This is an optimization exercise on Yosys and OpenROAD, whose aim is small area and few clock cycles per item, not a production implementation. RTL that was checked went through simulation tests only; none was proved equivalent to the original. Function not checked in run 1: the RTL went through the layout flow alone.

## flow/design.v (module list and top-level ports; edited modules follow where they fit)
// module fp_mult_pipe: 1061 lines
// module fp_mult_fa: 10 lines
// module fp_mult_ha: 9 lines
module fp_mult_pipe #(
  parameter int unsigned EXP_W = 8,
  parameter int unsigned MAN_W = 23,
  parameter int unsigned TAG_W = 4
) (
  input  logic                   clk,
  input  logic                   rstn,
  input  logic                   in_valid,
  output logic                   in_ready,
  input  logic [EXP_W+MAN_W:0]   a,
  input  logic [EXP_W+MAN_W:0]   b,
  input  logic [TAG_W-1:0]       in_tag,
  output logic                   out_valid,
  input  logic                   out_ready,
  output logic [EXP_W+MAN_W:0]   result,
  output logic [TAG_W-1:0]       out_tag,
  output logic [3:0]             flags
);
  // ...
==> flow/flow/run.sh <==
#!/bin/bash
# Standard ORFS layout, with plain buffers on the ports instead of the delay cell buffer_ports picks.
set -euo pipefail
bash standard.sh BUFFER_PORTS_ARGS="-buffer_cell sky130_fd_sc_hd__buf_2" finish > make.log 2>&1
==> flow/standard.sh <==
#!/bin/bash
# synth_recipe.tcl (not shown) runs the flow's synth.tcl, then flattens the netlist and writes it again
# the make line also repeats each setting of config.mk as NAME=value (left out here)
make -C /OpenROAD-flow-scripts/flow DESIGN_CONFIG=/design/flow/config.mk WORK_HOME=/design/flow/orfs CLKGATE_MAP_FILE= SYNTH_SCRIPT=/design/flow/synth_recipe.tcl "${@:-finish}"
==> flow/config.mk <==
export PLATFORM = sky130hd
export DESIGN_NAME = fp_mult_pipe
export DESIGN_NICKNAME = fp_mult_pipe
export VERILOG_FILES = /design/flow/design.v
export SDC_FILE = /design/flow/constraint.sdc
export NUM_CORES = 4
export LEC_CHECK = 0
export ABC_AREA = 1
export CAP_MARGIN = 20
export CORE_MARGIN = 2
export CORE_UTILIZATION = 40
export GPL_TIMING_DRIVEN = 0
export SETUP_SLACK_MARGIN = 0.05
export SLEW_MARGIN = 20
export SYNTH_HIERARCHICAL = 1
export SYNTH_MINIMUM_KEEP_SIZE = 0
==> flow/constraint.sdc <==
create_clock -name core_clock -period 7.0 [get_ports {clk}]
set_input_delay 1.4000 -clock core_clock [delete_from_list [all_inputs] [get_ports {clk}]]
set_output_delay 1.4000 -clock core_clock [all_outputs]
set_load 0.01 [all_outputs]
==> flow_summary_export.csv, run 1 <==
group,metric,value,unit
status,status,"timing/DRC/antenna clean",
worst_setup_path,reg2reg_from,"r_v",
clock_network,clock-sinks,45,
final_layout,num-clock-buffers,5,
final_layout,n_all_buffers,251,
worst_setup_path,cp_max_fo,11,
synthesis,yosysTopAreaCellShare,0.312,
routing,met3_wirelength,6.69,mm
worst_setup_path,start_kind,"input port",
floorplan,dieArea,44200,sq um
worst_setup_path,cp_data_required_time,7.05,ns
synthesis,synthMuxAreaShare,0,
floorplan,io_pins,114,
worst_setup_path,rrSetupSlack,5.73,ns
timing,period_minus_slack,6.84,ns
worst_setup_path,arrival,6.89,ns
final_layout,multi_input_area_share,0.768,
final_layout,multi_input_area,14600,sq um
final_layout,drive_above_1_share,0.160,
clock_network,ctsResizeCount,109,
floorplan,num_tap_cells,539,
placement,gp_congestion,1.08,
placement,hpwl,53.0,mm
worst_setup_path,timing.rr.end,"r_p[25]",
grt,global_route.usage.met3,0.0527,
==> run 2: changes to the inputs <==
--- a/flow/design.v
+++ b/flow/design.v
@@ -972,71 +972,210 @@
   fp_mult_fa u_s44_638 (.a(c43_551), .b(s44_593), .c(c43_592), .s(s44_638), .co(c44_638));
   wire s45_639, c45_639;
   fp_mult_fa u_s45_639 (.a(s45_594), .b(pp11_23_344), .c(c44_593), .s(s45_639), .co(c45_639));
   wire s46_640, c46_640;
   fp_mult_fa u_s46_640 (.a(s46_595), .b(c45_594), .c(pp11_24_345), .s(s46_640), .co(c46_640));
   wire s47_641 = ~ma[22];
   wire [47:0] px = {c46_640, c45_639, c44_638, c43_637, c42_636, c41_635, c40_634, c39_633, c38_632, c37_631, c36_630, c35_629, c34_628, c33_627, c32_626, c31_625, c30_624, c29_623, c28_622, c27_621, c26_620, c25_619, c24_618, c23_617, c22_616, c21_615, c20_614, c19_613, c18_612, c17_611, c16_610, c15_609, c14_608, c13_607, c12_606, c11_605, c10_604, c9_603, c8_602, c7_601, c6_600, c5_599, c4_598, c3_597, c2_596, s2_596, pp0_1_4, neg0_2};
   wire [47:0] py = {s47_641, s46_640, s45_639, s44_638, s43_637, s42_636, s41_635, s40_634, s39_633, s38_632, s37_631, s36_630, s35_629, s34_628, s33_627, s32_626, s31_625, s30_624, s29_623, s28_622, s27_621, s26_620, s25_619, s24_618, s23_617, s22_616, s21_615, s20_614, s19_613, s18_612, s17_611, s16_610, s15_609, s14_608, s13_607, s12_606, s11_605, s10_604, s9_603, s8_602, s7_601, s6_600, s5_599, s4_598, s3_597, pp1_0_32, 1'b0, pp0_0_3};
-  wire [47:0] prod = px + py;
+  wire s0_642, c0_642;
+  fp_mult_ha u_s0_642 (.a(neg0_2), .b(pp0_0_3), .s(s0_642), .co(c0_642));
+  wire s2_643, c2_643;
+  fp_mult_ha u_s2_643 (.a(s2_596), .b(pp1_0_32), .s(s2_643), .co(c2_643));
+  wire s3_644, c3_644;
+  fp_mult_ha u_s3_644 (.a(c2_596), .b(s3_597), .s(s3_644), .co(c3_644));
+  wire s4_645, c4_645;
+  fp_mult_ha u_s4_645 (.a(c3_597), .b(s4_598), .s(s4_645), .co(c4_645));
+  wire s5_646, c5_646;
+  fp_mult_ha u_s5_646 (.a(c4_598), .b(s5_599), .s(s5_646), .co(c5_646));
+  wire s6_647, c6_647;
+  fp_mult_ha u_s6_647 (.a(c5_599), .b(s6_600), .s(s6_647), .co(c6_647));
+  wire s7_648, c7_648;
+  fp_mult_ha u_s7_648 (.a(c6_600), .b(s7_601), .s(s7_648), .co(c7_648));
+  wire s8_649, c8_649;
+  fp_mult_ha u_s8_649 (.a(c7_601), .b(s8_602), .s(s8_649), .co(c8_649));
+  wire s9_650, c9_650;
+  fp_mult_ha u_s9_650 (.a(c8_602), .b(s9_603), .s(s9_650), .co(c9_650));
+  wire s10_651, c10_651;
+  fp_mult_ha u_s10_651 (.a(c9_603), .b(s10_604), .s(s10_651), .co(c10_651));
+  wire s11_652, c11_652;
+  fp_mult_ha u_s11_652 (.a(c10_604), .b(s11_605), .s(s11_652), .co(c11_652));
+  wire s12_653, c12_653;
+  fp_mult_ha u_s12_653 (.a(c11_605), .b(s12_606), .s(s12_653), .co(c12_653));
+  wire s13_654, c13_654;
+  fp_mult_ha u_s13_654 (.a(c12_606), .b(s13_607), .s(s13_654), .co(c13_654));
+  wire s14_655, c14_655;
+  fp_mult_ha u_s14_655 (.a(c13_607), .b(s14_608), .s(s14_655), .co(c14_655));
+  wire s15_656, c15_656;
+  fp_mult_ha u_s15_656 (.a(c14_608), .b(s15_609), .s(s15_656), .co(c15_656));
+  wire s16_657, c16_657;
+  fp_mult_ha u_s16_657 (.a(c15_609), .b(s16_610), .s(s16_657), .co(c16_657));
+  wire s17_658, c17_658;
+  fp_mult_ha u_s17_658 (.a(c16_610), .b(s17_611), .s(s17_658), .co(c17_658));
+  wire s18_659, c18_659;
+  fp_mult_ha u_s18_659 (.a(c17_611), .b(s18_612), .s(s18_659), .co(c18_659));
+  wire s19_660, c19_660;
+  fp_mult_ha u_s19_660 (.a(c18_612), .b(s19_613), .s(s19_660), .co(c19_660));
+  wire s20_661, c20_661;
+  fp_mult_ha u_s20_661 (.a(c19_613), .b(s20_614), .s(s20_661), .co(c20_661));
+  wire s21_662, c21_662;
+  fp_mult_ha u_s21_662 (.a(c20_614), .b(s21_615), .s(s21_662), .co(c21_662));
+  wire t0_663 = c0_642 | s0_642;
+  wire t2_664 = c2_643 | s2_643;
+  wire t3_665 = c3_644 | s3_644;
+  wire t4_666 = c4_645 | s4_645;
+  wire t5_667 = c5_646 | s5_646;
+  wire t6_668 = c6_647 | s6_647;
+  wire t7_669 = c7_648 | s7_648;
+  wire t8_670 = c8_649 | s8_649;
+  wire t9_671 = c9_650 | s9_650;
+  wire t10_672 = c10_651 | s10_651;
+  wire t11_673 = c11_652 | s11_652;
+  wire t12_674 = c12_653 | s12_653;
+  wire t13_675 = c13_654 | s13_654;
+  wire t14_676 = c14_655 | s14_655;
+  wire t15_677 = c15_656 | s15_656;
+  wire t16_678 = c16_657 | s16_657;
+  wire t17_679 = c17_658 | s17_658;
+  wire t18_680 = c18_659 | s18_659;
+  wire t19_681 = c19_660 | s19_660;
+  wire t20_682 = c20_661 | s20_661;
+  wire t21_683 = c21_662 | s21_662;
+  wire z0_684 = ~s0_642;
+  wire z1_685 = ~(pp0_1_4 ^ t0_663);
+  wire z2_686 = ~(s2_643 ^ pp0_1_4);
+  wire z3_687 = ~(s3_644 ^ t2_664);
+  wire z4_688 = ~(s4_645 ^ t3_665);
+  wire z5_689 = ~(s5_646 ^ t4_666);
+  wire z6_690 = ~(s6_647 ^ t5_667);
+  wire z7_691 = ~(s7_648 ^ t6_668);
+  wire z8_692 = ~(s8_649 ^ t7_669);
+  wire z9_693 = ~(s9_650 ^ t8_670);
+  wire z10_694 = ~(s10_651 ^ t9_671);
+  wire z11_695 = ~(s11_652 ^ t10_672);
+  wire z12_696 = ~(s12_653 ^ t11_673);
+  wire z13_697 = ~(s13_654 ^ t12_674);
+  wire z14_698 = ~(s14_655 ^ t13_675);
+  wire z15_699 = ~(s15_656 ^ t14_676);
+  wire z16_700 = ~(s16_657 ^ t15_677);
+  wire z17_701 = ~(s17_658 ^ t16_678);
+  wire z18_702 = ~(s18_659 ^ t17_679);
+  wire z19_703 = ~(s19_660 ^ t18_680);
+  wire z20_704 = ~(s20_661 ^ t19_681);
+  wire z21_705 = ~(s21_662 ^ t20_682);
+  wire prod_zl = &{z0_684, z1_685, z2_686, z3_687, z4_688, z5_689, z6_690, z7_691, z8_692, z9_693, z10_694, z11_695, z12_696, z13_697, z14_698, z15_699, z16_700, z17_701, z18_702, z19_703, z20_704, z21_705};
+  wire G20_22_706 = c21_662 | (s21_662 & c20_661);
+  wire P20_22_707 = s21_662 & s20_661;
+  wire G17_19_708 = c18_659 | (s18_659 & c17_658);
+  wire P17_19_709 = s18_659 & s17_658;
+  wire G17_20_710 = c19_660 | (s19_660 & G17_19_708);
+  wire P17_20_711 = s19_660 & P17_19_709;
+  wire G17_22_712 = G20_22_706 | (P20_22_707 & G17_20_710);
+  wire P17_22_713 = P20_22_707 & P17_20_711;
+  wire G14_16_714 = c15_656 | (s15_656 & c14_655);
+  wire P14_16_715 = s15_656 & s14_655;
+  wire G14_17_716 = c16_657 | (s16_657 & G14_16_714);
+  wire P14_17_717 = s16_657 & P14_16_715;
+  wire G11_13_718 = c12_653 | (s12_653 & c11_652);
+  wire P11_13_719 = s12_653 & s11_652;
+  wire G11_14_720 = c13_654 | (s13_654 & G11_13_718);
+  wire P11_14_721 = s13_654 & P11_13_719;
+  wire G11_17_722 = G14_17_716 | (P14_17_717 & G11_14_720);
+  wire P11_17_723 = P14_17_717 & P11_14_721;
+  wire G11_22_724 = G17_22_712 | (P17_22_713 & G11_17_722);
+  wire P11_22_725 = P17_22_713 & P11_17_723;
+  wire G9_11_726 = c10_651 | (s10_651 & c9_650);
+  wire P9_11_727 = s10_651 & s9_650;
+  wire G6_8_728 = c7_648 | (s7_648 & c6_647);
+  wire P6_8_729 = s7_648 & s6_647;
+  wire G6_9_730 = c8_649 | (s8_649 & G6_8_728);
+  wire P6_9_731 = s8_649 & P6_8_729;
+  wire G6_11_732 = G9_11_726 | (P9_11_727 & G6_9_730);
+  wire P6_11_733 = P9_11_727 & P6_9_731;
+  wire G3_5_734 = c4_645 | (s4_645 & c3_644);
+  wire P3_5_735 = s4_645 & s3_644;
+  wire G3_6_736 = c5_646 | (s5_646 & G3_5_734);
+  wire P3_6_737 = s5_646 & P3_5_735;
+  wire G0_2_738 = 1'b0 | (pp0_1_4 & c0_642);
+  wire P0_2_739 = pp0_1_4 & s0_642;
+  wire G0_3_740 = c2_643 | (s2_643 & G0_2_738);
+  wire P0_3_741 = s2_643 & P0_2_739;
+  wire G0_6_742 = G3_6_736 | (P3_6_737 & G0_3_740);
+  wire P0_6_743 = P3_6_737 & P0_3_741;
+  wire G0_11_744 = G6_11_732 | (P6_11_733 & G0_6_742);
+  wire P0_11_745 = P6_11_733 & P0_6_743;
+  wire G0_22_746 = G11_22_724 | (P11_22_725 & G0_11_744);
+  wire P0_22_747 = P11_22_725 & P0_11_745;
+  wire prod_c = G0_22_746;
+  wire [25:0] prod_hi = {c46_640, c45_639, c44_638, c43_637, c42_636, c41_635, c40_634, c39_633, c38_632, c37_631, c36_630, c35_629, c34_628, c33_627, c32_626, c31_625, c30_624, c29_623, c28_622, c27_621, c26_620, c25_619, c24_618, c23_617, c22_616, c21_615} + {s47_641, s46_640, s45_639, s44_638, s43_637, s42_636, s41_635, s40_634, s39_633, s38_632, s37_631, s36_630, s35_629, s34_628, s33_627, s32_626, s31_625, s30_624, s29_623, s28_622, s27_621, s26_620, s25_619, s24_618, s23_617, s22_616};
   logic [2:0] cls;
   always_comb begin
     if (nan)       cls = {1'b1, snan_a | snan_b, 1'b1};
     else if (ixz)  cls = 3'b111;
     else if (inf)  cls = 3'b110;
     else if (zero) cls = 3'b100;
     else           cls = 3'b000;
   end
-  logic        r_v, r_sign, r_st;
+  logic        r_v, r_sign, r_st, r_c;
   logic [2:0]  r_cls;
   logic [8:0]  r_esum;
   logic [25:0] r_p;
   logic [3:0]  r_tag;
   always_ff @(posedge clk or negedge rstn) begin
     if (!rstn) r_v <= 1'b0;
     else if (adv) r_v <= in_valid;
   end
   always_ff @(posedge clk) begin
     if (adv) begin
       r_sign <= a[31] ^ b[31];
       r_cls  <= cls;
       r_esum <= {1'b0, ea} + {1'b0, eb};
-      r_p    <= prod[47:22];
-      r_st   <= |prod[21:0];
+      r_p    <= prod_hi;
+      r_c    <= prod_c;
+      r_st   <= ~prod_zl;
       r_tag  <= in_tag;
     end
   end
-  logic        hi, g, s, any, inc, t1, carry;
-  logic [24:0] q;
-  logic [24:0] sq;      
-  logic [24:0] all1;    
+  logic [25:0] u;
+  logic [25:0] pl;      
+  logic [2:0]  pb;      
+  logic        hi, g, s, any, inc;
+  logic [2:0]  v;       
+  logic [3:0]  t;       
+  logic [26:0] sq;      
+  logic [26:0] ph;      
   logic [22:0] frac;
   logic [1:0]  k;       
   logic [9:0]  e;       
   logic        ovf, unf;
-  assign q     = r_p[25:1];
-  assign hi    = r_p[25];
-  assign g     = hi ? r_p[1] : r_p[0];
-  assign s     = r_st | (hi & r_p[0]);
-  assign any   = g | s;
-  assign inc   = g & (s | (hi ? r_p[2] : r_p[1]));
-  assign t1    = inc & (hi | r_p[1]);
+  assign u = r_p;
   always_comb begin
-    all1[0] = 1'b1;
-    all1[1] = 1'b1;
-    for (int i = 2; i <= 24; i++) all1[i] = all1[i-1] & q[i-1];
+    pl[0] = 1'b1;
+    for (int i = 1; i <= 25; i++) pl[i] = pl[i-1] & u[i-1];
+    ph[3] = 1'b1;
+    for (int i = 4; i <= 26; i++) ph[i] = ph[i-1] & u[i-1];
   end
-  assign sq[0] = q[0] ^ (inc & ~hi);
+  assign pb[0] = u[0] ^ r_c;
+  assign pb[1] = u[1] ^ (r_c & u[0]);
+  assign pb[2] = u[2] ^ (r_c & u[0] & u[1]);
+  assign hi    = u[25] ^ (r_c & pl[25]);
+  assign g     = hi ? pb[1] : pb[0];
+  assign s     = r_st | (hi & pb[0]);
+  assign any   = g | s;
+  assign inc   = g & (s | (hi ? pb[2] : pb[1]));
+  assign v     = {inc & hi, inc & ~hi, r_c};
+  assign t     = {1'b0, u[2:0]} + {1'b0, v};
+  assign sq[2:0] = t[2:0];
   always_comb begin
-    for (int i = 1; i <= 24; i++) sq[i] = q[i] ^ (t1 & all1[i]);
+    for (int i = 3; i <= 25; i++) sq[i] = u[i] ^ (t[3] & ph[i]);
   end
-  assign carry = t1 & all1[24];
-  assign frac  = hi ? sq[23:1] : sq[22:0];
-  assign k     = {hi & carry, hi ^ carry};
+  assign sq[26] = t[3] & ph[26];
+  assign frac  = hi ? sq[24:2] : sq[23:1];
+  assign k     = {sq[26], sq[25]};
   assign e     = {1'b0, r_esum} + {8'b11100000, k + 2'd1};
   assign ovf   = ~e[9] & (e[8] | (&e[7:0]));
   assign unf   = e[9] | (e == 10'd0);
   logic [31:0] res;
   logic [3:0]  flg;
   always_comb begin
     res = {r_sign, e[7:0], frac};
     flg = {3'b000, any};
--- a/flow/config.mk
+++ b/flow/config.mk
@@ -4,13 +4,15 @@
 export VERILOG_FILES = /design/flow/design.v
 export SDC_FILE = /design/flow/constraint.sdc
 export NUM_CORES = 4
 export LEC_CHECK = 0
 export ABC_AREA = 1
 export CAP_MARGIN = 20
 export CORE_MARGIN = 2
 export CORE_UTILIZATION = 40
+export CTS_CLUSTER_DIAMETER = 500
+export CTS_CLUSTER_SIZE = 50
 export GPL_TIMING_DRIVEN = 0
 export SETUP_SLACK_MARGIN = 0.05
 export SLEW_MARGIN = 20
 export SYNTH_HIERARCHICAL = 1
 export SYNTH_MINIMUM_KEEP_SIZE = 0
==> flow_summary_export.csv, run 2 <==
group,metric,value,unit
grt,antenna_found_initial,0,
timing,rsz0062_at_grt,"yes",
synthesis,ys_types,55,
timing,fin_crit_sh,0.977,
final_layout,syn2layout_area_growth,13.9,%
routing,routed_wl,59.1,mm
worst_setup_path,timing.rr.end,"r_c",
grt,grt_max_degree,35,
clock_network,clkTransAtPathRegs,0.07,ns
synthesis,synth_edf_count,45,
worst_setup_path,cp_common_cell,"nand2_1",
clock_network,cts.path.max_buffers,2,
synthesis,syn_avg_cell_area,8.72,sq um
timing,drv_slew,0,
routing,drt_iter0_drc,1494,
floorplan,dieArea,41900,sq um
grt,grt_pass1_vias,14900,
floorplan,die_x,205,um
clock_network,cts_tree,"done",
routing,wire_per_inst,23.3,um
final_layout,nNetsFinal,2442,
timing,period_minus_slack,6.84,ns
worst_hold_path,worstHoldPathCells,2,
synthesis,yosysWarnings,8,
clock_network,htree_levels,2,
worst_setup_path,start_kind,"input port",
timing,fmax,146,MHz
final_layout,drive_above_1_share,0.176,
synthesis,synthFlopType,"edfxtp_1",
routing,route.detailed.drc,0,
worst_setup_path,rrSetupSlack,5.76,ns
placement,placed_cell_area,17400,sq um
clock_network,clock-sinks,46,
floorplan,core,39700,sq um
timing,hold_viol,0,
final_layout,finalInstanceArea,18400,sq um
grt,grt.overflow.total,0,
placement,place_worst_setup_slack,-0.901,ns
worst_setup_path,cp_data_required_time,7.04,ns
worst_setup_path,rr_worst_depth,2,
worst_setup_path,path_delay_family,"adder cells",
worst_hold_path,hold-path-endpoint,"r_v",
final_layout,fin_util,0.462,
timing,worstMarginPinSlew,0.903,ns
status,status,"timing/DRC/antenna clean",
timing,setup_ws,0.159,ns
timing,slew_headroom,0.398,
final_layout,antennaDiodeCount,0,
floorplan,num_rows,73,
job,drv_cap,0,
timing,setup_violations,0,
final_layout,reg_top3,"r_p: 26 flops, r_esum: 9 flops, r_tag: 4 flops",
final_layout,largest_register_ffs,26,
final_layout,mostFrequentLayoutCells,"xor2_1, o22ai_1, fa_1",
worst_setup_path,arrival,6.88,ns
worst_setup_path,critPathMaxStageDelay,0.62,ns
routing,drt-vias-per-instance,5.86,
worst_setup_path,worstSetupEndpointType,"flop",
routing,dr.pass1.iters,7,
timing,whs,0.715,ns
routing,ant_nets,0,
worst_hold_path,min_path_type,"flop to flop",
synthesis,syn_inst,1849,
floorplan,start_util,0.406,
floorplan,die_y,205,um
synthesis,yosysTopAreaCell,"fa_1",
final_layout,regMostFlops,"r_p",
placement,hpwl,48.3,mm
synthesis,yosysMostFrequentCell,"xor2_1",
worst_setup_path,critPathSlowestCell,"clkbuf_1",
worst_hold_path,worstHoldStart,"r_v",
routing,via_count,14900,
synthesis,ys_ff_latch,46,
synthesis,synth_area_leaders,"fa_1, xor2_1, o22ai_1",
synthesis,synthArstFlopShare,0.0217,
placement,portBuffers,113,
worst_setup_path,reg2reg_from,"r_v",
clock_network,cts-root-buf,"clkbuf_16",
placement,gp_congestion,0.988,
grt,grtUsageTotal,0.281,
floorplan,io_pins,114,
clock_network,insertion_delay,0.29,ns
synthesis,yosysTopAreaCellShare,0.331,
clock_network,cts_made_buffers,5,
synthesis,yosysSeqAreaShare,0.0853,
grt,grt_pass1_wl,88.3,mm
final_layout,nFillCells,3914,
final_layout,layout_commonest_cell,"xor2_1",
worst_setup_path,crit_chain,"buf_2, inv_2, clkbuf_1, o22ai_1, xor2_1, fa_1, fa_1, fa_2, fa_1, fa_1, ha_4, inv_1, fa_2, inv_2, a31oi_2, o21ai_2, nand3_1, nand2_1, nand2_1, nand2_1, nand2_1, nand2_1, xor2_1",
timing,finalClockSkew,0.00707,ns
synthesis,synth_commonest_cells,"xor2_1, fa_1, o22ai_1, nand2_1, inv_1",
worst_setup_path,critPathBufInv,5,
worst_setup_path,cp_max_fo,10,
worst_setup_path,worst-setup-path-type,"input port to flop",
synthesis,synth_area,16100,sq um
run 2: metal layers:
layer	part of all wire	global-route usage	vias up
met4	0.048	0.117	0
met5	0	0	-
met1	0.40	0.376	7239
met3	0.098	0.0493	177
met2	0.45	0.450	891
li1	-	-	6583
run 2: tightest hold or removal path, delay by kind of cell, from the launching register on:
kind	cells	cell delay, ns
and+or+nand+nor	2	0.33
DFF	1	0.35
run 2: area by class of cell:
cell class	count	area (sq um)	area share
Buffer	131	703	0.0383
Clock inverter	3	23.8	0.00129
Clock buffer	5	125	0.00681
Tap cell	525	657	0.0358
Sequential cell	46	1380	0.0749
Inverter	163	614	0.0334
Multi-Input combinational cell	1513	14000	0.760
Timing Repair Buffer	153	907	0.0494
run 2: Yosys stat by module (local to each module, per instance):
module | copies in the design | flip-flops and latches | cells
fp_mult_pipe | 1 | 46 | 1537
fp_mult_fa | 263 | 0 | 1
fp_mult_ha | 49 | 0 | 1
run 2: cells by family after synthesis:
group	count (synthesis)	synth area share
xor gates and xnor gates	310	0.169
other	1	0.000232
buffers and inverters	296	0.0718
adders and majority gates	357	0.401
and+or+nand+nor	441	0.124
DFF	46	0.0853
AOI/OAI and AO/OA	398	0.149
run 2: per-stage QoR:
stage / std cells / TNS, ns
2_1_floorplan: 1855 / 0
4_1_cts: 2523 / 0
3_3_place_gp: 2493 / -15.20
5_1_grt: 2539 / -3.63
6_report: 2539 / 0
3_5_place_dp: 2494 / -17.45
run 2: timing repair:
item                       CTS  global route
hold buffers                 0             0
resized for setup           83           129
cloned                       1             0
pin swaps                   17            32
setup buffers               22            16
setup endpoints to repair   54            49
run 2: worst max-delay path by stage:
stage,slack (ns),cells past startpoint,end,start
finish,0.16,23,r_p[14],a[13]
detailed placement,-0.90,25,r_p[14],b[5]
CTS,0.03,34,result[21],r_p[18]
global route,-0.17,34,result[13],r_p[19]
global placement,-0.91,22,r_p[13],b[15]
floorplan,0.27,24,r_p[14],b[5]
Testbench counts of run 2, summed over its fixed seeds: cycles 16,008, items 16,000.
==> run 3: changes to the inputs <==
--- a/flow/config.mk
+++ b/flow/config.mk
@@ -11,4 +11,2 @@
 export CORE_UTILIZATION = 40
-export CTS_CLUSTER_DIAMETER = 500
-export CTS_CLUSTER_SIZE = 50
 export GPL_TIMING_DRIVEN = 0
==> flow_summary_export.csv, run 3 <==
group,metric,value,unit
routing,route.detailed.drc,0,
worst_setup_path,rrSetupSlack,5.76,ns
timing,finalClockSkew,0.00707,ns
grt,grt_pass1_vias,14900,
routing,via_count,14900,
clock_network,insertion_delay,0.29,ns
floorplan,die_x,205,um
worst_setup_path,start_kind,"input port",
synthesis,yosysTopAreaCell,"fa_1",
timing,slew_headroom,0.398,
final_layout,syn2layout_area_growth,13.9,%
synthesis,synth_area_leaders,"fa_1, xor2_1, o22ai_1",
synthesis,synth_xor_area_frac,0.169,
status,status,"timing/DRC/antenna clean",
worst_hold_path,hold-path-endpoint,"r_v",
timing,setup_violations,0,
synthesis,yosysMostFrequentCell,"xor2_1",
worst_setup_path,worstSetupEndpointType,"flop",
clock_network,cts.path.max_buffers,2,
worst_setup_path,reg2reg_from,"r_v",
worst_hold_path,worstHoldStart,"r_v",
clock_network,clock-sinks,46,
synthesis,synth_top_family_by_area,"adder cells",
clock_network,clkTransAtPathRegs,0.07,ns
worst_hold_path,worstHoldPathCells,2,
synthesis,ys_ff_latch,46,
final_layout,nFillCells,3914,
floorplan,io_pins,114,
final_layout,regMostFlops,"r_p",
timing,setup_ws,0.159,ns
placement,portBuffers,113,
clock_network,htree_levels,2,
grt,grt.overflow.total,0,
routing,drt_iter0_drc,1494,
timing,rsz0062_at_grt,"yes",
synthesis,synth_area,16100,sq um
final_layout,nNetsFinal,2442,
worst_setup_path,worst-setup-path-type,"input port to flop",
floorplan,dieArea,41900,sq um
synthesis,synthArstFlopShare,0.0217,
synthesis,synthFlopType,"edfxtp_1",
timing,fin_crit_sh,0.977,
worst_setup_path,cp_max_fo,10,
synthesis,ys_types,55,
worst_setup_path,timing.rr.end,"r_c",
timing,worstMarginPinSlew,0.903,ns
final_layout,mostFrequentLayoutCells,"xor2_1, o22ai_1, fa_1",
placement,hpwl,48.3,mm
job,drv_cap,0,
placement,gp_congestion,0.988,
routing,wire_per_inst,23.3,um
final_layout,largest_register_ffs,26,
worst_hold_path,min_path_type,"flop to flop",
clock_network,cts-root-buf,"clkbuf_16",
worst_setup_path,arrival,6.88,ns
synthesis,synth_edf_count,45,
floorplan,num_rows,73,
synthesis,synth-adder-area-share,0.401,
grt,grtUsageTotal,0.281,
routing,dr.pass1.iters,7,
clock_network,cts_made_buffers,5,
synthesis,synth_compound_area_frac,0.149,
grt,grt_pass1_wl,88.3,mm
routing,ant_nets,0,
synthesis,yosysTopAreaCellShare,0.331,
timing,hold_viol,0,
timing,fmax,146,MHz
floorplan,die_y,205,um
final_layout,layout_commonest_cell,"xor2_1",
routing,routed_wl,59.1,mm
synthesis,synthMuxAreaShare,0,
clock_network,cts_tree,"done",
synthesis,yosysWarnings,8,
floorplan,core,39700,sq um
timing,period_minus_slack,6.84,ns
worst_setup_path,cp_data_required_time,7.04,ns
worst_setup_path,rr_worst_depth,2,
timing,drv_slew,0,
synthesis,syn_inst,1849,
placement,place_worst_setup_slack,-0.901,ns
routing,drt-vias-per-instance,5.86,
synthesis,syn_avg_cell_area,8.72,sq um
synthesis,synth-simple-area-share,0.124,
synthesis,synth_commonest_cells,"xor2_1, fa_1, o22ai_1, nand2_1, inv_1",
final_layout,antennaDiodeCount,0,
grt,grt_max_degree,35,
final_layout,drive_above_1_share,0.176,
synthesis,yosysSeqAreaShare,0.0853,
floorplan,start_util,0.406,
grt,antenna_found_initial,0,
final_layout,reg_top3,"r_p: 26 flops, r_esum: 9 flops, r_tag: 4 flops",
[run 3: how the worst max path moves through the flow]
stage | startpoint | to | slack (ns) | cells past startpoint
6_report | a[13] | r_p[14] | 0.16 | 23
3_5_place_dp | b[5] | r_p[14] | -0.90 | 25
5_1_grt | r_p[19] | result[13] | -0.17 | 34
2_1_floorplan | b[5] | r_p[14] | 0.27 | 24
3_3_place_gp | b[15] | r_p[13] | -0.91 | 22
4_1_cts | r_p[18] | result[21] | 0.03 | 34
[run 3: logic make-up after synthesis]
| family | after synthesis |
|---|---|
| AO/OA/AOI/OAI | 398 |
| AND/OR/NAND/NOR | 441 |
| buffers and inverters | 296 |
| adder cells (fa/ha/maj) | 357 |
| XOR/XNOR | 310 |
| flip-flops | 46 |
| other | 1 |
[run 3: critical path: stages]
cell and delay [ns]:
buf_2 0.13, inv_2 0.17, clkbuf_1 0.62, o22ai_1 0.21, xor2_1 0.28, fa_1 0.51
fa_1 0.53, fa_2 0.44, fa_1 0.46, fa_1 0.54, ha_4 0.17, inv_1 0.06
fa_2 0.36, inv_2 0.09, a31oi_2 0.13, o21ai_2 0.22, nand3_1 0.11, nand2_1 0.11
nand2_1 0.06, nand2_1 0.11, nand2_1 0.07, nand2_1 0.07, xor2_1 0.06
[run 3: layer usage]
layer	up-vias	part of all wire	GRT usage
met5	-	0	0
met4	0	0.048	0.117
met3	177	0.098	0.0493
met2	891	0.45	0.450
met1	7239	0.40	0.376
li1	6583	-	-
[run 3: modules after synthesis, one instance, submodules excluded]
module	copies in the design	flip-flops and latches	cells inside	area, sq um
fp_mult_fa	263	0	1	20.0
fp_mult_ha	49	0	1	12.5
fp_mult_pipe	1	46	1537	10300
[run 3: through the flow]
step | cells | TNS (ns) | instance area, sq um | utilization | hold WS, ns
detailed placement | 2494 | -17.45 | 17400 | 0.438 | 0.720
global placement | 2493 | -15.20 | 17400 | 0.437 | 1.17
global route | 2539 | -3.63 | 18400 | 0.462 | 0.769
CTS | 2523 | 0 | 18000 | 0.452 | 0.732
finish | 2539 | 0 | 18400 | 0.462 | 0.715
floorplan | 1855 | 0 | 16200 | - | 1.10
[run 3: cell type report]
type	instances	area, sq um	share of cell area
Multi-Input combinational cell	1513	14000	0.760
Sequential cell	46	1380	0.0749
Timing Repair Buffer	153	907	0.0494
Buffer	131	703	0.0383
Tap cell	525	657	0.0358
Inverter	163	614	0.0334
Clock buffer	5	125	0.00681
Clock inverter	3	23.8	0.00129
[run 3: repair_timing]
action	4_1_cts	5_1_grt
gates cloned	1	0
hold buffers	0	0
buffers inserted	22	16
gates resized for setup	83	129
pin swaps	17	32
setup endpoints to repair	54	49
==> run 4: changes to the inputs <==
--- a/flow/config.mk
+++ b/flow/config.mk
@@ -8,3 +8,3 @@
 export ABC_AREA = 1
-export CAP_MARGIN = 20
+export CAP_MARGIN = 5
 export CORE_MARGIN = 2
@@ -13,3 +13,3 @@
 export SETUP_SLACK_MARGIN = 0.05
-export SLEW_MARGIN = 20
+export SLEW_MARGIN = 5
 export SYNTH_HIERARCHICAL = 1
==> flow_summary_export.csv, run 4 <==
group,metric,value,unit
status,status,"timing/DRC/antenna clean",
clock_network,cts_made_buffers,5,
clock_network,clock-sinks,46,
placement,portBuffers,113,
routing,ant_nets,0,
worst_setup_path,critPathBufInv,7,
routing,dr.pass1.iters,6,
worst_hold_path,min_path_type,"flop to flop",
final_layout,nFillCells,3913,
worst_setup_path,worst-setup-path-type,"flop to primary output",
routing,wire_per_inst,23.4,um
routing,drt-vias-per-instance,5.84,
worst_setup_path,critPathMaxStageDelay,0.45,ns
grt,grt_pass1_wl,87.5,mm
synthesis,synth_area_leaders,"fa_1, xor2_1, o22ai_1",
floorplan,io_pins,114,
placement,hpwl,48.1,mm
timing,period_minus_slack,6.87,ns
worst_setup_path,start_kind,"flop",
worst_setup_path,worstSetupEndpointType,"primary output",
clock_network,clkTransAtPathRegs,0.06,ns
clock_network,cts-root-buf,"clkbuf_16",
synthesis,yosysTopAreaCell,"fa_1",
timing,setup_violations,0,
job,drv_cap,0,
timing,worstMarginPinSlew,1.20,ns
clock_network,htree_levels,2,
final_layout,drive_above_1_share,0.181,
placement,gp_congestion,0.988,
timing,finalClockSkew,0.00718,ns
synthesis,syn_inst,1849,
floorplan,dieArea,41900,sq um
grt,grt.overflow.total,0,
grt,grt_pass1_vias,14800,
worst_setup_path,cp_common_cell,"nand3_2",
final_layout,reg_top3,"r_p: 26 flops, r_esum: 9 flops, r_tag: 4 flops",
floorplan,core,39700,sq um
grt,grt_max_degree,40,
final_layout,antennaDiodeCount,0,
worst_setup_path,cp.depth,35,
synthesis,synth_edf_count,45,
worst_setup_path,critPathSlowestCell,"edfxtp_1",
final_layout,final-seq-area,1380,sq um
synthesis,ys_ff_latch,46,
timing,totalNegativeSetupSlack,0,ns
routing,drt_iter0_drc,1560,
worst_setup_path,arrival,5.47,ns
final_layout,layoutNonFillerInstCount,2537,
grt,antenna_found_initial,0,
synthesis,synthArstFlopShare,0.0217,
routing,via_count,14800,
worst_setup_path,rr_worst_depth,2,
grt,grtUsageTotal,0.280,
synthesis,yosysTopAreaCellShare,0.331,
worst_setup_path,path_delay_family,"simple AND/OR/NAND/NOR gates",
timing,fin_crit_sh,0.982,
clock_network,cts.path.max_buffers,2,
floorplan,die_y,205,um
final_layout,regMostFlops,"r_p",
timing,drv_slew,0,
routing,route.detailed.drc,0,
floorplan,start_util,0.406,
synthesis,syn_avg_cell_area,8.72,sq um
synthesis,yosysMostFrequentCell,"xor2_1",
floorplan,num_rows,73,
final_layout,mostFrequentLayoutCells,"xor2_1, o22ai_1, fa_1",
synthesis,synth_commonest_cells,"xor2_1, fa_1, o22ai_1, nand2_1, inv_1",
timing,rsz0062_at_grt,"yes",
final_layout,largest_register_ffs,26,
final_layout,multi_input_area,14000,sq um
synthesis,ys_types,55,
timing,fmax,146,MHz
synthesis,yosysWarnings,8,
synthesis,yosysSeqAreaShare,0.0853,
worst_setup_path,cp_max_fo,5,
floorplan,die_x,205,um
synthesis,synth_area,16100,sq um
final_layout,syn2layout_area_growth,14.4,%
timing,hold_viol,0,
final_layout,nNetsFinal,2440,
clock_network,insertion_delay,0.29,ns
timing,slew_headroom,0.194,
final_layout,layout_commonest_cell,"xor2_1",
clock_network,cts_tree,"done",
worst_setup_path,cp_data_required_time,5.60,ns
routing,routed_wl,59.5,mm
placement,placed_cells_incl_taps,2494,
worst_hold_path,worstHoldPathCells,2,
synthesis,synthFlopType,"edfxtp_1",
-- run 4: cell count changes in the layout (fill, tap and decap cells not counted), moves of 4 or more --
| cell | change |
|---|---|
| buf_2 | -4 |
| nor2_1 | -8 |
| buf_4 | -5 |
| nor2_2 | +5 |
-- run 4: what timing repair did --
action,CTS,global route
setup buffers,23,12
hold buffers,0,0
endpoints found under the setup margin,54,47
resized for setup,86,141
pin swaps,17,35
cloned,1,1
endpoints found under the hold margin,0,0
-- run 4: logic make-up after synthesis --
| family | Yosys count | share of synthesized area |
|---|---|---|
| adder cells (fa/ha/maj) | 357 | 0.401 |
| AND/OR/NAND/NOR | 441 | 0.124 |
| other | 1 | 0.000232 |
| flip-flops | 46 | 0.0853 |
| buffers and inverters | 296 | 0.0718 |
| AO/OA/AOI/OAI | 398 | 0.149 |
| XOR/XNOR | 310 | 0.169 |
-- run 4: cell type report --
| class | count | share of cell area |
|---|---|---|
| clock inverter | 3 | 0.00129 |
| buffer | 131 | 0.0382 |
| clock buffer | 5 | 0.00678 |
| sequential | 46 | 0.0746 |
| timing repair buffer | 151 | 0.0509 |
| tap | 525 | 0.0356 |
| multi-input combinational | 1513 | 0.759 |
| inverter | 163 | 0.0333 |
-- run 4: final timing paths --
kind / from / to / slack [ns]
worst min-delay path: r_v / r_v / 0.64
worst max register to register: r_v / r_c / 5.82
worst max-delay path: r_p[7] / result[7] / 0.13
min in group asynchronous: rstn / r_v / 0.86
worst min register to register: r_v / r_v / 0.64
max in group asynchronous: rstn / r_v / 6.05
-- run 4: Yosys stat by module (local to each module, per instance) --
module | area (sq um) | times used
fp_mult_ha | 12.5 | 49
fp_mult_fa | 20.0 | 263
fp_mult_pipe | 10300 | 1
-- run 4: worst min-delay path, stage by stage, from the launching register on --
cell     delay, ns
dfrtp_1       0.35
nand2_2       0.16
nand2_1       0.09
-- run 4: routing by layer --
metal | up-vias | track usage | routed length (um)
li1 | 6570 | - | -
met1 | 7233 | 0.364 | 23500
met2 | 840 | 0.455 | 27400
met3 | 177 | 0.0622 | 5960
met4 | 0 | 0.106 | 2570
met5 | - | 0 | 0
-- run 4: per-stage QoR --
| step | setup WS, ns | hold slack (ns) | util | cell area (sq um) |
|---|---|---|---|---|
| 2_1_floorplan | 0.269 | 1.10 | - | 16200 |
| 3_3_place_gp | -0.906 | 1.17 | 0.437 | 17400 |
| 3_5_place_dp | -0.945 | 0.634 | 0.438 | 17400 |
| 4_1_cts | 0.0168 | 0.651 | 0.452 | 18000 |
| 5_1_grt | -0.195 | 0.683 | 0.464 | 18500 |
| 6_report | 0.127 | 0.643 | 0.464 | 18500 |
==> run 5: changes to the inputs <==
==> flow/flow/run.sh (replaced) <==
#!/bin/bash
# Standard ORFS layout, with plain buffers on the ports instead of the delay cell buffer_ports picks.
set -euo pipefail
bash standard.sh BUFFER_PORTS_ARGS="-buffer_cell sky130_fd_sc_hd__buf_2" REMOVE_ABC_BUFFERS=1 finish > make.log 2>&1
--- a/flow/config.mk
+++ b/flow/config.mk
@@ -8,3 +8,3 @@
 export ABC_AREA = 1
-export CAP_MARGIN = 5
+export CAP_MARGIN = 20
 export CORE_MARGIN = 2
@@ -13,3 +13,3 @@
 export SETUP_SLACK_MARGIN = 0.05
-export SLEW_MARGIN = 5
+export SLEW_MARGIN = 20
 export SYNTH_HIERARCHICAL = 1
==> flow_summary_export.csv, run 5 <==
group,metric,value,unit
timing,setup_violations,0,
final_layout,reg_top3,"r_p: 26 flops, r_esum: 9 flops, r_tag: 4 flops",
timing,rsz0062_at_grt,"yes",
placement,place_worst_setup_slack,-1.69,ns
clock_network,insertion_delay,0.30,ns
floorplan,dieArea,41900,sq um
worst_setup_path,start_kind,"input port",
routing,dr.pass1.iters,6,
timing,fmax,148,MHz
timing,drv_slew,0,
synthesis,yosysTopAreaCell,"fa_1",
worst_setup_path,cp_max_fo,29,
synthesis,yosysWarnings,8,
synthesis,synth_area_leaders,"fa_1, xor2_1, o22ai_1",
floorplan,io_pins,114,
status,status,"timing/DRC/antenna clean",
final_layout,layout_commonest_cell,"xor2_1",
grt,grt.overflow.total,0,
placement,hpwl,36.3,mm
final_layout,syn2layout_area_growth,12.7,%
clock_network,cts_made_buffers,5,
placement,gp_congestion,0.899,
floorplan,die_y,205,um
synthesis,syn_avg_cell_area,8.72,sq um
routing,drt-vias-per-instance,6.01,
final_layout,drive_above_1_share,0.160,
synthesis,syn_inst,1849,
worst_setup_path,rr_worst_depth,2,
final_layout,regMostFlops,"r_p",
worst_setup_path,worst-setup-path-type,"input port to flop",
routing,drt_iter0_drc,1623,
worst_hold_path,min_path_type,"flop to flop",
synthesis,synthArstFlopShare,0.0217,
floorplan,core,39700,sq um
worst_hold_path,worstHoldStart,"r_v",
timing,hold_viol,0,
routing,via_count,14500,
grt,grtUsageTotal,0.258,
clock_network,htree_levels,2,
placement,portBuffers,113,
clock_network,clkTransAtPathRegs,0.07,ns
routing,ant_nets,0,
worst_hold_path,worstHoldPathCells,2,
floorplan,start_util,0.406,
timing,slew_headroom,0.302,
job,drv_cap,0,
clock_network,hold_buffers,0,
worst_hold_path,hold-path-endpoint,"r_v",
timing,period_minus_slack,6.77,ns
clock_network,cts.path.max_buffers,2,
synthesis,yosysSeqAreaShare,0.0853,
floorplan,num_rows,73,
worst_setup_path,cp_data_required_time,7.13,ns
timing,whs,0.770,ns
timing,fin_crit_sh,0.968,
final_layout,nNetsFinal,2323,
grt,grt_pass1_vias,14800,
routing,wire_per_inst,23.1,um
final_layout,antennaDiodeCount,0,
synthesis,synth_edf_count,45,
grt,grt_max_degree,35,
timing,finalClockSkew,0.00518,ns
worst_setup_path,rrSetupSlack,5.73,ns
final_layout,mostFrequentLayoutCells,"xor2_1, o22ai_1, fa_1",
clock_network,cts-root-buf,"clkbuf_16",
final_layout,largest_register_ffs,26,
synthesis,synth_area,16100,sq um
clock_network,clock-sinks,46,
synthesis,ys_types,55,
floorplan,die_x,205,um
synthesis,synth_commonest_cells,"xor2_1, fa_1, o22ai_1, nand2_1, inv_1",
timing,worstMarginPinSlew,1.05,ns
worst_setup_path,worstSetupEndpointType,"flop",
grt,antenna_found_initial,1,
synthesis,ys_ff_latch,46,
grt,grt_pass1_wl,83.3,mm
timing,setup_ws,0.226,ns
routing,routed_wl,56.0,mm
synthesis,yosysTopAreaCellShare,0.331,
routing,route.detailed.drc,0,
synthesis,synthFlopType,"edfxtp_1",
worst_setup_path,timing.rr.end,"r_p[19]",
worst_setup_path,reg2reg_from,"r_v",
worst_setup_path,arrival,6.90,ns
clock_network,cts_tree,"done",
synthesis,yosysMostFrequentCell,"xor2_1",
run 5: through the flow:
step	TNS (ns)	util	instances	instance area, sq um
floorplan	0	-	1722	15600
global placement	-34.16	0.424	2360	16800
detailed placement	-37.27	0.425	2363	16900
CTS	0	0.445	2397	17700
global route	-0.366	0.458	2420	18200
finish	0	0.458	2420	18200
run 5: layer usage:
metal	vias up	GRT usage	wire length [um]
met1	7186	0.339	22600
met2	858	0.417	25500
met4	0	0.0789	1560
met3	121	0.0649	6430
met5	-	0	0
li1	6369	-	-
run 5: cells by family after synthesis:
group,after synthesis,share of synthesized area
and+or+nand+nor,441,0.124
DFF,46,0.0853
adders and majority gates,357,0.401
other,1,0.000232
buffers and inverters,296,0.0718
AOI/OAI and AO/OA,398,0.149
xor gates and xnor gates,310,0.169
run 5: how the worst max path moves through the flow:
| stage | endpoint | slack [ns] | startpoint | cells after the start |
|---|---|---|---|---|
| after floorplan | r_p[14] | 0.47 | b[0] | 22 |
| after global placement | r_p[14] | -1.63 | b[5] | 24 |
| after detailed placement | r_p[14] | -1.69 | b[3] | 25 |
| after CTS | r_p[14] | 0.04 | a[21] | 22 |
| after global routing | result[28] | -0.06 | r_p[9] | 34 |
| final | r_p[14] | 0.23 | b[3] | 25 |
run 5: cell type report:
| class | instances | area, sq um |
|---|---|---|
| fill | 3830 | 21600 |
| multi-input combinational | 1522 | 14300 |
| sequential | 46 | 1380 |
| timing repair buffer | 150 | 1050 |
| tap | 525 | 657 |
| inverter | 163 | 652 |
| clock buffer | 5 | 125 |
| timing repair inverter | 6 | 35.0 |
| clock inverter | 3 | 25.0 |
run 5: timing repair:
item,4_1_cts,5_1_grt
gates cloned,6,9
buffers inserted,20,14
pin swaps,17,21
gates resized for setup,102,76
setup endpoints to repair,61,45
run 5: worst max-delay path: stages:
cell and delay (ns):
buf_12 0.16, nor2_1 0.19, inv_2 0.11, nand2_4 0.16, nand2_8 0.12, o22ai_1 0.16
xor2_1 0.21, fa_1 0.49, fa_1 0.50, fa_1 0.45, fa_1 0.47, fa_1 0.49
ha_1 0.20, inv_1 0.07, fa_1 0.40, inv_1 0.11, a31oi_1 0.14, o21ai_2 0.22
nand3_1 0.10, nand2_1 0.13, nand2_1 0.07, nand2_1 0.12, nand2_1 0.07, nand2_1 0.09
xor2_2 0.21
run 5: modules after synthesis, one instance, submodules excluded:
module / times used / cells inside / area, sq um
fp_mult_ha: 49 / 1 / 12.5
fp_mult_fa: 263 / 1 / 20.0
fp_mult_pipe: 1 / 1537 / 10300
==> run 6: changes to the inputs <==
==> flow/flow/run.sh (replaced) <==
#!/bin/bash
# Standard ORFS layout, with plain buffers on the ports instead of the delay cell buffer_ports
# picks, and with the synthesis buffers removed at floorplan so repair_design rebuffers.
set -euo pipefail
bash standard.sh BUFFER_PORTS_ARGS="-buffer_cell sky130_fd_sc_hd__buf_2" REMOVE_ABC_BUFFERS=1  finish > make.log 2>&1
--- a/flow/config.mk
+++ b/flow/config.mk
@@ -12,3 +12,3 @@
 export GPL_TIMING_DRIVEN = 0
-export SETUP_SLACK_MARGIN = 0.05
+export SETUP_SLACK_MARGIN = 0.02
 export SLEW_MARGIN = 20
==> flow_summary_export.csv, run 6 <==
group,metric,value,unit
final_layout,regMostFlops,"r_p",
placement,place_worst_setup_slack,-1.69,ns
final_layout,layout_commonest_cell,"xor2_1",
final_layout,mostFrequentLayoutCells,"xor2_1, o22ai_1, fa_1",
worst_setup_path,start_kind,"input port",
timing,rsz0062_at_grt,"yes",
timing,slew_headroom,0.304,
synthesis,synth_area,16100,sq um
timing,totalNegativeSetupSlack,0,ns
routing,ant_nets,0,
synthesis,synthFlopType,"edfxtp_1",
timing,setup_violations,0,
placement,hpwl,36.3,mm
floorplan,core,39700,sq um
routing,via_count,14500,
placement,portBuffers,113,
timing,drv_slew,0,
routing,wire_per_inst,23.1,um
final_layout,antennaDiodeCount,0,
final_layout,nNetsFinal,2320,
placement,placed_cell_area,16900,sq um
worst_setup_path,worst-setup-path-type,"input port to flop",
floorplan,num_rows,73,
final_layout,syn2layout_area_growth,12.5,%
synthesis,yosysSeqAreaShare,0.0853,
worst_setup_path,crit_end,"r_p[14]",
worst_setup_path,timing.rr.end,"r_p[19]",
worst_setup_path,arrival,6.81,ns
routing,route.detailed.drc,0,
grt,grt_max_degree,35,
synthesis,yosysTopAreaCellShare,0.331,
job,drv_cap,0,
routing,drt_iter0_drc,1433,
worst_hold_path,worstHoldPathCells,2,
timing,fmax,148,MHz
routing,drt-vias-per-instance,6.01,
placement,gp_congestion,0.899,
synthesis,ys_ff_latch,46,
floorplan,dieArea,41900,sq um
synthesis,synth_area_leaders,"fa_1, xor2_1, o22ai_1",
synthesis,yosysTopAreaCell,"fa_1",
synthesis,synthArstFlopShare,0.0217,
clock_network,cts-root-buf,"clkbuf_16",
grt,grt_pass1_vias,14800,
routing,dr.pass1.iters,7,
timing,worstMarginPinSlew,1.04,ns
clock_network,cts_tree,"done",
synthesis,synth_edf_count,45,
routing,routed_wl,55.8,mm
timing,period_minus_slack,6.77,ns
clock_network,htree_levels,2,
floorplan,die_x,205,um
worst_setup_path,rrSetupSlack,5.73,ns
grt,grt_pass1_wl,82.9,mm
timing,hold_viol,0,
synthesis,yosysWarnings,8,
grt,grtUsageTotal,0.256,
floorplan,io_pins,114,
clock_network,clkTransAtPathRegs,0.07,ns
synthesis,synth_commonest_cells,"xor2_1, fa_1, o22ai_1, nand2_1, inv_1",
grt,antenna_found_initial,1,
clock_network,cts.path.max_buffers,2,
clock_network,clock-sinks,46,
synthesis,yosysMostFrequentCell,"xor2_1",
clock_network,insertion_delay,0.30,ns
worst_setup_path,cp_data_required_time,7.04,ns
timing,setup_ws,0.227,ns
synthesis,syn_inst,1849,
timing,finalClockSkew,0.00448,ns
final_layout,finalInstanceArea,18100,sq um
clock_network,cts_made_buffers,5,
synthesis,ys_types,55,
worst_setup_path,rr_worst_depth,2,
floorplan,start_util,0.406,
final_layout,largest_register_ffs,26,
grt,grt.overflow.total,0,
worst_setup_path,reg2reg_from,"r_v",
final_layout,reg_top3,"r_p: 26 flops, r_esum: 9 flops, r_tag: 4 flops",
worst_setup_path,cp_max_fo,29,
timing,fin_crit_sh,0.968,
worst_hold_path,min_path_type,"flop to flop",
worst_setup_path,worstSetupEndpointType,"flop",
floorplan,die_y,205,um
worst_setup_path,worstSetupStartpoint,"b[17]",
status,status,"timing/DRC/antenna clean",
synthesis,syn_avg_cell_area,8.72,sq um
final_layout,drive_above_1_share,0.159,
final_layout,nFillCells,3830,
-- run 6: cell families after synthesis --
family,after synthesis,synth area share
simple gates,441,0.124
compound gates,398,0.149
fa+ha+maj,357,0.401
xor+xnor,310,0.169
buf+inv,296,0.0718
flops,46,0.0853
other cells,1,0.000232
-- run 6: worst min-delay path by stage --
| stage | start | slack [ns] | endpoint |
|---|---|---|---|
| detailed placement | r_v | 0.78 | r_v |
| global placement | rstn | 1.18 | r_v |
| finish | r_v | 0.76 | r_v |
| floorplan | rstn | 1.10 | r_v |
| global route | r_v | 0.82 | r_v |
| CTS | r_v | 0.79 | r_v |
-- run 6: routing by layer --
metal  wire (um)  vias up  global-route usage
met4        1380        0              0.0740
met3        6100      100              0.0633
met2       25500      854               0.417
met5           0        -                   0
met1       22800     7200               0.337
li1            -     6365                   -
-- run 6: modules after synthesis, one instance, submodules excluded --
module	flops+latches	cell area (sq um)
fp_mult_ha	0	12.5
fp_mult_pipe	46	10300
fp_mult_fa	0	20.0
-- run 6: layout make-up --
cell class              instances  area (sq um)  share of cell area
repair inverters                6          35.0             0.00193
inverters                     163           652              0.0359
multi-input cells            1521         14300               0.786
clock buffers                   5           125             0.00690
repair buffers                148          1020              0.0563
clock inverters                 3          25.0             0.00138
well taps                     525           657              0.0362
flip-flops and latches         46          1380              0.0759
-- run 6: repair_timing --
action / 4_1_cts / 5_1_grt
gates resized for setup: 97 / 79
hold buffers: 0 / 0
hold endpoints to repair: 0 / 0
setup endpoints to repair: 61 / 46
setup buffers: 19 / 14
pin swaps: 16 / 24
cloned: 5 / 9
-- run 6: critical path, cell delays in order --
cell	delay (ns)
clkbuf_8	0.32
nor2_1	0.09
inv_1	0.22
nand2_1	0.21
nand2_8	0.24
o22ai_1	0.13
xor2_1	0.26
fa_1	0.48
fa_1	0.47
fa_1	0.40
fa_1	0.53
fa_1	0.41
ha_1	0.35
a21o_1	0.19
a31oi_1	0.27
o21ai_2	0.12
nand3_1	0.09
nand2_1	0.10
nand2_1	0.08
nand2_1	0.09
nand2_1	0.08
nand2_1	0.07
xor2_2	0.18
-- run 6: metrics by stage --
step	hold WS, ns	std cells	util
6_report	0.765	2417	0.457
5_1_grt	0.818	2417	0.457
4_1_cts	0.792	2395	0.444
3_5_place_dp	0.778	2363	0.425
3_3_place_gp	1.18	2360	0.424
2_1_floorplan	1.10	1722	-

## afterwards: timing with drivers on the ports
Ports are ideal in the flow. The routed layouts listed here were re-timed in OpenROAD.
Step 1, drivers: a clkbuf_16 drives clk and a buf_2 each remaining input, both assumed.
Step 2 adds t to the input delays and takes it off the output delays; t is the mean of the earliest and latest rising clock arrival at the registers after step 1. Input paths then give back, and output paths get back, about the clock's delay inside the block.
a / b / c = no drivers / after step 1 / after step 2; a / b = the first two.
| run | shift t [ns] | setup WS [ns] | clock arrival spread, ns |
|---|---|---|---|
| run 1 | 0.326 | 0.161 / 0.159 / -0.167 | 0.010 / 0.010 |
| run 2 | 0.326 | 0.159 / 0.125 / -0.161 | 0.009 / 0.010 |
| run 3 | 0.326 | 0.159 / 0.125 / -0.161 | 0.009 / 0.010 |
| run 4 | 0.324 | 0.127 / 0.094 / -0.184 | 0.010 / 0.010 |
| run 5 | 0.336 | 0.226 / 0.195 / -0.141 | 0.006 / 0.007 |
| run 6 | 0.337 | 0.227 / 0.189 / -0.113 | 0.005 / 0.005 |
With both steps, setup timing fails in every run listed, where it was met with ideal ports. The setup slack of run 5, which loses most, moves by -0.031 ns with the drivers and by -0.367 ns with both steps.
